This is an optimization exercise on Yosys and OpenROAD, whose aim is small area and a short achievable clock period, not a production implementation. In this exercise RTL edits were held to simulation tests only and were not proved equivalent to the original. Power and IR drop assume default switching activity.

== run 1 ==
## double_ended_queue
module double_ended_queue #(
  parameter int unsigned DEPTH = 16
) (
  input  wire                            clk,
  input  wire                            rst,
  input  wire                            req_valid,
  output logic                           req_ready,
  input  wire  [deq_pkg::KIND_W-1:0]     kind,
  input  wire  signed [deq_pkg::DATA_W-1:0] push_value,
  output logic                           rsp_valid,
  input  wire                            rsp_ready,
  output logic signed [deq_pkg::DATA_W-1:0] popped_value,
  output logic [deq_pkg::STATUS_W-1:0]   status,
  output logic [deq_pkg::COUNT_W-1:0]    count
);
  localparam int unsigned CNT_W = $clog2(DEPTH + 1);
  logic [deq_pkg::DATA_W-1:0] slot [DEPTH];
  logic [DEPTH-1:0]           we;
  logic [DEPTH-1:0]           rd_sel;
  logic [DEPTH-1:0]           front_oh;
  logic [DEPTH-1:0]           back_oh;
  logic [DEPTH-1:0]           front_dn;    
  logic [DEPTH-1:0]           front_up;    
  logic [DEPTH-1:0]           back_dn;
  logic [DEPTH-1:0]           back_up;
  logic [CNT_W-1:0]           held;
  logic [CNT_W-1:0]           held_next;
  logic                       full;
  logic                       empty;
  logic                       accept;
  logic                       is_push;
  logic                       is_pop;
  logic                       is_clear;
  logic                       push_ok;
  logic                       pop_ok;
  logic                       wr_front;
  ...
Size: ~1300 cells after synthesis, roughly 590 flip-flops, roughly 80 I/O pins, ~22000 µm² of cells after synthesis.
make LEC_CHECK=0 CAP_MARGIN=20 CORE_MARGIN=2 CORE_UTILIZATION=50 CTS_CLUSTER_DIAMETER=80 CTS_CLUSTER_SIZE=30 PLACE_DENSITY=0.75 SETUP_SLACK_MARGIN=2.35 SLEW_MARGIN=20 TNS_END_PERCENT=10 finish   # period 4.2 ns
run.sh (not shown) runs the stock make flow with config.mk's settings and CLKGATE_MAP_FILE= SYNTH_SCRIPT=/design/flow/synth_recipe.tcl, a recipe that flattens the netlist after the stock synthesis.
## Diff of input files: run 2 against run 1
Settings: a change of TNS_END_PERCENT from 10 to 20; an added GPL_ROUTABILITY_DRIVEN of 0; a change of SETUP_SLACK_MARGIN from 2.35 to 2.2.
### Flow results
From run 1 to run 2, adder-cell area share of the yosys netlist did not move at all.
Looking at run 2 and run 1, the register area is a wash.
In the flow results for run 2 and run 1, the total power is smaller on run 2.
[inputs] run 3 vs run 2
Settings: GPL_ROUTABILITY_DRIVEN no longer set, was 0; TNS_END_PERCENT now 5, was 20; PLACE_DENSITY no longer set, was 0.75; CORE_UTILIZATION now 40, was 50.
[summary]
- On run 3: sequential share of layout area is 1.1 points lower than what run 2 gave.
- Run comparison: run 2 highest metal layer with signal wires met4; run 3 highest metal layer with signal wires met5
- A critical path startpoint of popped_value[1] is what run 3 shows, while popped_value[8] belongs to run 2.
- HPWL after detailed placement: run 3 vs run 2 up 850 µm
- Combinational cell fraction of total power: run 3 vs run 2 — no meaningful difference
- Higher final area among run 3 and run 2: run 3
### run 3 -> run 4
Settings: SETUP_SLACK_MARGIN now 2.5, was 2.2; TNS_END_PERCENT no longer set, was 5.
Results
- Run 4 finished every step from synthesis to the final layout, and the layout passed the timing, DRC and antenna checks.
- The post-synth net total was comparable across run 4 and run 3.
- Delta (run 4 minus run 3): global-route usage rose by 5.5 points, clock latency on the worst-skew pair held, DRC violation total after the first TritonRoute iteration rose about 30%, post-layout minimum cycle time rose 0.051 ns.
Input changes introduced in run 5 (baseline for comparison: run 4):
Settings: TNS_END_PERCENT: unset -> 20; SETUP_SLACK_MARGIN: 2.5 -> 2.2; CTS_BUF_LIST: unset -> sky130_fd_sc_hd__clkbuf_16; PLACE_DENSITY: unset -> 0.75; CORE_UTILIZATION: 40 -> 50.
Findings:
Reported for run 5 and run 4, adder-cell area share of the yosys netlist turned out identical to the last digit. Summary of run 5 over run 4: global-route wire length before repair moved down, worst path setup slack after routing moved up, total via count after detailed routing moved down. Min power after layout across run 5 and run 4: run 5. Clock buffer count in the final layout, run 5 and run 4: larger value in run 4. Run 5 ended with every stage complete and zero timing, DRC or antenna violations. Relative to run 4, the power dissipated by switching net loads of run 5 is lower by about 18%.

* * *

Setup of oak:
double_ended_queue, a different RTL version from the one above (not shown whole).
Size in the first run: about 1300 cells after synthesis, ~590 flip-flops, ~22000 µm² of cells after synthesis.
## double_ended_queue
module double_ended_queue #(
  parameter int unsigned DEPTH = 16
) (
  input  wire                            clk,
  input  wire                            rst,
  input  wire                            req_valid,
  output logic                           req_ready,
  input  wire  [deq_pkg::KIND_W-1:0]     kind,
  input  wire  signed [deq_pkg::DATA_W-1:0] push_value,
  output logic                           rsp_valid,
  input  wire                            rsp_ready,
  output logic signed [deq_pkg::DATA_W-1:0] popped_value,
  output logic [deq_pkg::STATUS_W-1:0]   status,
  output logic [deq_pkg::COUNT_W-1:0]    count
);
==> flow/config.mk <==
export PLATFORM = sky130hd
export DESIGN_NAME = double_ended_queue
export DESIGN_NICKNAME = double_ended_queue
export VERILOG_FILES = /design/flow/design.v
export SDC_FILE = /design/flow/constraint.sdc
export NUM_CORES = 4
export LEC_CHECK = 0
export CAP_MARGIN = 0
export CORE_MARGIN = 2
export CORE_UTILIZATION = 40
export SETUP_SLACK_MARGIN = 2.2
export SLEW_MARGIN = 0
==> flow/constraint.sdc <==
create_clock -name core_clock -period 4.2 [get_ports {clk}]
set_input_delay 0.8400 -clock core_clock [delete_from_list [all_inputs] [get_ports {clk}]]
set_output_delay 0.8400 -clock core_clock [all_outputs]
set_load 0.01 [all_outputs]
Changes in pine relative to oak:
-- flow/config.mk --
<<< oak, line 7
export LEC_CHECK = 0
export CAP_MARGIN = 0
export CORE_MARGIN = 2
>>> pine, line 7
export LEC_CHECK = 0
export CAP_MARGIN = 20
export CORE_MARGIN = 2
<<< oak, line 11
export SETUP_SLACK_MARGIN = 2.2
export SLEW_MARGIN = 0
>>> pine, line 11
export SETUP_SLACK_MARGIN = 2.2
export SLEW_MARGIN = 20
### Flow results
pine vs. oak: number of non-filler instances in the completed layout neither gained nor lost much; die area neither gained nor lost much.
Number of hold violations in the final report: oak vs pine — no meaningful difference
From oak to pine, area used by sequential logic in the layout did not move at all.
Taking oak as the reference, in pine final period demand of the worst path did not really move; number of H-tree levels roughly the same.
Diff oak..pine | multiplexer share of the synthesized area | unchanged
Inputs modified between pine and birch:
-- flow/config.mk --
<<< pine, line 10
export CORE_UTILIZATION = 40
export SETUP_SLACK_MARGIN = 2.2
export SLEW_MARGIN = 20
>>> birch, line 10
export CORE_UTILIZATION = 40
export CTS_CLUSTER_DIAMETER = 80
export CTS_CLUSTER_SIZE = 30
export SETUP_SLACK_MARGIN = 2.2
export SLEW_MARGIN = 20
export TNS_END_PERCENT = 0
## What came out
- birch gives more hold slack than pine did.
- birch vs pine: wire length on met3 down by more than 10%
- Diff birch..pine | mean instance size in the synthesized netlist | unchanged
- As far as post-detailed-route count of antenna-violating nets is concerned, pine and birch perform about the same.
- Taking pine as the reference, in birch cell count fell 4.1%; detailed-route vias per instance fell 0.032.

static timing again, ports no longer ideal:
Ports are ideal in the flow. The routed layouts listed here were re-timed in OpenROAD.
Step 1 assumes that a clkbuf_16 drives the clock port and a buf_2 every other input.
Step 2 moves the port delays by t, midway between the first and last clock arrival at a register: inputs arrive t later, outputs are due t later. That takes back most of the time a late clock gives input paths.
a / b / c = ideal ports / drivers / drivers and shift; a / b = the first two.
run	shift t [ns]	setup slack, ns	worst setup path at the end	worst slew at a driven data input, ns	cell pins on the clock port's net
run 1	0.638	2.082 / 1.975 / 1.337	input to register	0.28	1
run 2	0.636	2.074 / 1.968 / 1.332	input to register	0.22	1
run 3	0.675	2.083 / 1.970 / 1.295	input to register	0.20	1
run 4	0.677	2.032 / 1.955 / 1.278	input to register	0.32	1
run 5	0.636	2.074 / 1.968 / 1.332	input to register	0.22	1
oak	0.678	1.900 / 1.920 / 1.247	input to register	0.10	1
pine	0.678	1.900 / 1.920 / 1.247	input to register	0.10	1
birch	0.665	1.849 / 1.865 / 1.209	input to register	0.12	1
After both steps setup and hold are still met in every run listed. The setup slack of run 3, which loses most, moves by -0.113 ns with the drivers and by -0.788 ns with both steps.
